Source: an optimization exercise on an open RTL-to-GDS flow (aim: small area). Production flows keep margins and buffers that such runs may drop.
In this exercise RTL edits were held to simulation tests only and were not proved equivalent to the original.
No activity file was given, so power comes from the tool's default toggle rates. The flow treats the clock pin as an ideal source, which a real chip does not have.

==> job 5946: inputs <==
==> flow/design.v <==
package bin_pkg;
  localparam int unsigned LANES = 8;
  localparam int unsigned PIX_W = 12;
endpackage
module bin_line_buf #(
  parameter int unsigned DEPTH = 60,
  parameter int unsigned DW    = 52
) (
  input  logic          clk,
  input  logic          en,
  input  logic          en_n,
  input  logic          tgl,
  input  logic [DW-1:0] din,
  output logic [DW-1:0] dout
);
  localparam int unsigned N = DEPTH * DW;
  logic [N-1:0] s;
  logic [N-1:0] prev;
  assign prev = {s[N-DW-1:0], din ^ {DW{tgl}}};
  always_ff @(posedge clk) begin
    s <= ~((prev | {N{en_n}}) & (s | {N{en}}));
  end
  assign dout = s[N-1 -: DW] ^ {DW{tgl}};
endmodule
module bin2x2_reduce (
  input  logic         clk,
  input  logic         rst,
  input  logic [95:0]  in_data,
  input  logic         in_valid,
  input  logic         in_sof,
  output logic         in_ready,
  output logic [47:0]  out_data,
  output logic         out_valid,
  output logic         out_eol,
  input  logic         out_ready,
  output logic         sof_err
);
  localparam int unsigned PW = bin_pkg::PIX_W;
  logic       odd_q, odd_d;
  logic [5:0] col_q;
  logic       accept, eff_odd, last;
  logic [5:0] eff_col;
  logic [4*(PW+1)-1:0] h_cur, h_even;
  logic [47:0] bin_pix;
  logic       even_q, out_idle_q;
  logic       accept_n;
  logic       tgl_q;
  assign in_ready = !odd_q || !out_valid || out_ready;
  assign accept   = in_valid && in_ready;
  assign accept_n = !in_valid || (!even_q && !out_idle_q && !out_ready);
  assign eff_odd  = odd_q && !in_sof;
  assign eff_col  = in_sof ? 6'd0 : col_q;
  assign last     = (eff_col == 6'd59);
  assign odd_d    = last ? !eff_odd : eff_odd;
  always_comb begin
    for (int j = 0; j < 4; j++) begin
      logic [PW:0]   h;
      logic [PW+1:0] v;
      h = {1'b0, in_data[2*j*PW +: PW]} + {1'b0, in_data[(2*j+1)*PW +: PW]};
      v = {1'b0, h_even[j*(PW+1) +: PW+1]} + {1'b0, h};
      h_cur[j*(PW+1) +: PW+1] = h;
      bin_pix[j*PW +: PW]     = v[PW+1:2];
    end
  end
  bin_line_buf #(
    .DEPTH (60),
    .DW    (4 * (PW + 1))
  ) u_line_buf (
    .clk  (clk),
    .en   (accept),
    .en_n (accept_n),
    .tgl  (tgl_q),
    .din  (h_cur),
    .dout (h_even)
  );
  always_ff @(posedge clk) begin
    if (rst) begin
      tgl_q <= 1'b0;
    end else begin
      tgl_q <= !tgl_q;
    end
  end
  always_ff @(posedge clk) begin
    if (rst) begin
      odd_q      <= 1'b0;
      even_q     <= 1'b1;
      col_q      <= '0;
      out_valid  <= 1'b0;
      out_idle_q <= 1'b1;
      out_eol    <= 1'b0;
      sof_err    <= 1'b0;
    end else begin
      if (accept) begin
        odd_q  <= odd_d;
        even_q <= !odd_d;
        col_q  <= last ? 6'd0 : eff_col + 6'd1;
        if (in_sof && (odd_q || col_q != '0)) begin
          sof_err <= 1'b1;
        end
      end
      if (accept && eff_odd) begin
        out_valid  <= 1'b1;
        out_idle_q <= 1'b0;
        out_eol    <= last;
      end else if (out_ready) begin
        out_valid  <= 1'b0;
        out_idle_q <= 1'b1;
        out_eol    <= 1'b0;
      end
    end
  end
  always_ff @(posedge clk) begin
    if (accept && eff_odd) begin
      out_data <= bin_pix;
    end
  end
endmodule
==> flow/run.sh <==
#!/bin/bash
# synth_recipe.tcl (not shown) runs the flow's synth.tcl, then flattens the netlist and writes it again
# the make line also repeats each setting of config.mk as NAME=value (left out here)
make -C /OpenROAD-flow-scripts/flow DESIGN_CONFIG=/design/flow/config.mk WORK_HOME=/design/flow/orfs CLKGATE_MAP_FILE= SYNTH_SCRIPT=/design/flow/synth_recipe.tcl finish
==> flow/config.mk <==
export PLATFORM = sky130hd
export DESIGN_NAME = bin2x2_reduce
export DESIGN_NICKNAME = bin2x2_reduce
export VERILOG_FILES = /design/flow/design.v
export SDC_FILE = /design/flow/constraint.sdc
export NUM_CORES = 4
export LEC_CHECK = 0
export ABC_AREA = 1
export CAP_MARGIN = 20
export CORE_MARGIN = 2
export CORE_UTILIZATION = 40
export SLEW_MARGIN = 20
==> flow/constraint.sdc <==
create_clock -name core_clock -period 7.0 [get_ports {clk}]
set_input_delay 1.4000 -clock core_clock [delete_from_list [all_inputs] [get_ports {clk}]]
set_output_delay 1.4000 -clock core_clock [all_outputs]
set_load 0.01 [all_outputs]
==> inputs of job 690, as changes to job 5946 <==
--- a/flow/design.v
+++ b/flow/design.v
@@ -10,5 +10,4 @@
   input  logic          en,
   input  logic          en_n,
-  input  logic          tgl,
   input  logic [DW-1:0] din,
   output logic [DW-1:0] dout
@@ -17,9 +16,9 @@
   logic [N-1:0] s;
   logic [N-1:0] prev;
-  assign prev = {s[N-DW-1:0], din ^ {DW{tgl}}};
+  assign prev = {s[N-DW-1:0], din};
   always_ff @(posedge clk) begin
     s <= ~((prev | {N{en_n}}) & (s | {N{en}}));
   end
-  assign dout = s[N-1 -: DW] ^ {DW{tgl}};
+  assign dout = s[N-1 -: DW];
 endmodule
 module bin2x2_reduce (
@@ -39,8 +38,9 @@
   logic       odd_q, odd_d;
   logic [5:0] col_q;
-  logic       accept, eff_odd, last;
+  logic       accept, eff_odd, last, load, load_n;
   logic [5:0] eff_col;
-  logic [4*(PW+1)-1:0] h_cur, h_even;
-  logic [47:0] bin_pix;
+  logic [4*(PW+1)-1:0] x_cur, s_even;
+  logic [47:0] y_pix;
+  logic [47:0] out_q;
   logic       even_q, out_idle_q;
   logic       accept_n;
@@ -50,4 +50,6 @@
   assign accept_n = !in_valid || (!even_q && !out_idle_q && !out_ready);
   assign eff_odd  = odd_q && !in_sof;
+  assign load     = accept && eff_odd;
+  assign load_n   = !in_valid || even_q || in_sof || (!out_idle_q && !out_ready);
   assign eff_col  = in_sof ? 6'd0 : col_q;
   assign last     = (eff_col == 6'd59);
@@ -55,10 +57,26 @@
   always_comb begin
     for (int j = 0; j < 4; j++) begin
-      logic [PW:0]   h;
-      logic [PW+1:0] v;
-      h = {1'b0, in_data[2*j*PW +: PW]} + {1'b0, in_data[(2*j+1)*PW +: PW]};
-      v = {1'b0, h_even[j*(PW+1) +: PW+1]} + {1'b0, h};
-      h_cur[j*(PW+1) +: PW+1] = h;
-      bin_pix[j*PW +: PW]     = v[PW+1:2];
+      logic [PW-1:0] a, b;
+      logic [PW:0]   h, s, hc;
+      logic [PW+1:0] yc, y;
+      a = in_data[2*j*PW +: PW];
+      b = in_data[(2*j+1)*PW +: PW];
+      s = s_even[j*(PW+1) +: PW+1];
+      hc[0] = 1'b0;
+      for (int i = 0; i < PW; i++) begin
+        h[i]    = a[i] ^ b[i] ^ hc[i];
+        hc[i+1] = (a[i] & b[i]) | (hc[i] & (a[i] ^ b[i]));
+      end
+      h[PW] = hc[PW];
+      x_cur[j*(PW+1) +: PW+1] = h ^ {(PW+1){tgl_q}};
+      yc[0] = tgl_q;
+      for (int i = 0; i < PW + 1; i++) begin
+        logic xi;
+        xi      = x_cur[j*(PW+1) + i];
+        y[i]    = s[i] ^ xi ^ yc[i];
+        yc[i+1] = (s[i] & xi) | (yc[i] & (s[i] ^ xi));
+      end
+      y[PW+1] = yc[PW+1];
+      y_pix[j*PW +: PW] = y[PW+1:2];
     end
   end
@@ -70,7 +88,6 @@
     .en   (accept),
     .en_n (accept_n),
-    .tgl  (tgl_q),
-    .din  (h_cur),
-    .dout (h_even)
+    .din  (x_cur),
+    .dout (s_even)
   );
   always_ff @(posedge clk) begin
@@ -99,5 +116,5 @@
         end
       end
-      if (accept && eff_odd) begin
+      if (load) begin
         out_valid  <= 1'b1;
         out_idle_q <= 1'b0;
@@ -111,7 +128,6 @@
   end
   always_ff @(posedge clk) begin
-    if (accept && eff_odd) begin
-      out_data <= bin_pix;
-    end
+    out_q <= ~((y_pix | {48{load_n}}) & (out_q | {48{load}}));
   end
+  assign out_data = out_q ^ {48{tgl_q}};
 endmodule
==> flow/flow/run.sh (new file) <==
#!/bin/bash
# The standard layout, with two changes:
# - synthesis skips the ABC pass inside Yosys's synth command (SYNTH_ARGS=-noabc), so the
#   full adders are extracted from the RTL's plain gates instead of an ABC-restructured
#   netlist (fewer inverters around them); the final ABC mapping still runs;
# - the input and output ports are buffered with the smallest buffer cell.
set -euo pipefail
bash standard.sh SYNTH_ARGS=-noabc "BUFFER_PORTS_ARGS=-buffer_cell sky130_fd_sc_hd__buf_1" finish > layout_make.log 2>&1
==> flow/standard.sh (new file) <==
#!/bin/bash
# synth_recipe.tcl (not shown) runs the flow's synth.tcl, then flattens the netlist and writes it again
# the make line also repeats each setting of config.mk as NAME=value (left out here)
make -C /OpenROAD-flow-scripts/flow DESIGN_CONFIG=/design/flow/config.mk WORK_HOME=/design/flow/orfs CLKGATE_MAP_FILE= SYNTH_SCRIPT=/design/flow/synth_recipe.tcl "${@:-finish}"
- CAP_MARGIN: 20 -> 0
- CORE_UTILIZATION: 40 -> 60
- CTS_CLUSTER_DIAMETER: default -> 100
- CTS_CLUSTER_SIZE: default -> 30
- SLEW_MARGIN: 20 -> 0
removed: flow/run.sh
==> comparison <==
Of job 690 and job 5946, job 5946 has the higher clock power (gap about 50%, measured against job 5946). Clock skew: job 5946 is higher than job 690 (0.076 ns). Flip-flop and latch count is the same in job 690 and job 5946. Against job 690, the synthesized cell count of job 5946 is higher by 12%. Final cell count: job 5946 is higher than job 690 (about 26%). Job 690 went through all stages and came out clean. Job 5946 completed with no timing, DRC or antenna violations.

==> afterwards: timing with drivers on the ports <==
The flow's constraints put no driver on any port. The routed layouts listed below were extracted and timed again, unchanged, in two steps.
Step 1 (the two cells are an assumption about what drives the block):
set clk [get_ports {clk}]
set_driving_cell -lib_cell sky130_fd_sc_hd__clkbuf_16 $clk
set_driving_cell -lib_cell sky130_fd_sc_hd__buf_2 [delete_from_list [all_inputs] $clk]
Step 2 also shifts input and output timing later by t, the mid clock arrival at the registers, as if the neighbouring blocks saw the same clock.
Slacks: ideal / step 1 / step 2; pairs: ideal / step 1.
| run | t, ns | setup WS [ns] | latest minus earliest clock arrival (ns) | worst data-port slew with drivers (ns) |
|---|---|---|---|---|
| job 5946 | 0.984 | 2.857 / 2.816 / 2.139 | 0.116 / 0.115 | 0.12 |
| job 690 | 0.830 | 0.337 / 0.387 / -0.443 | 0.025 / 0.026 | 0.16 |
With both steps, setup timing fails in job 690, where it was met with ideal ports. The setup slack of job 690, which loses most, moves by +0.050 ns with the drivers and by -0.780 ns with both steps.
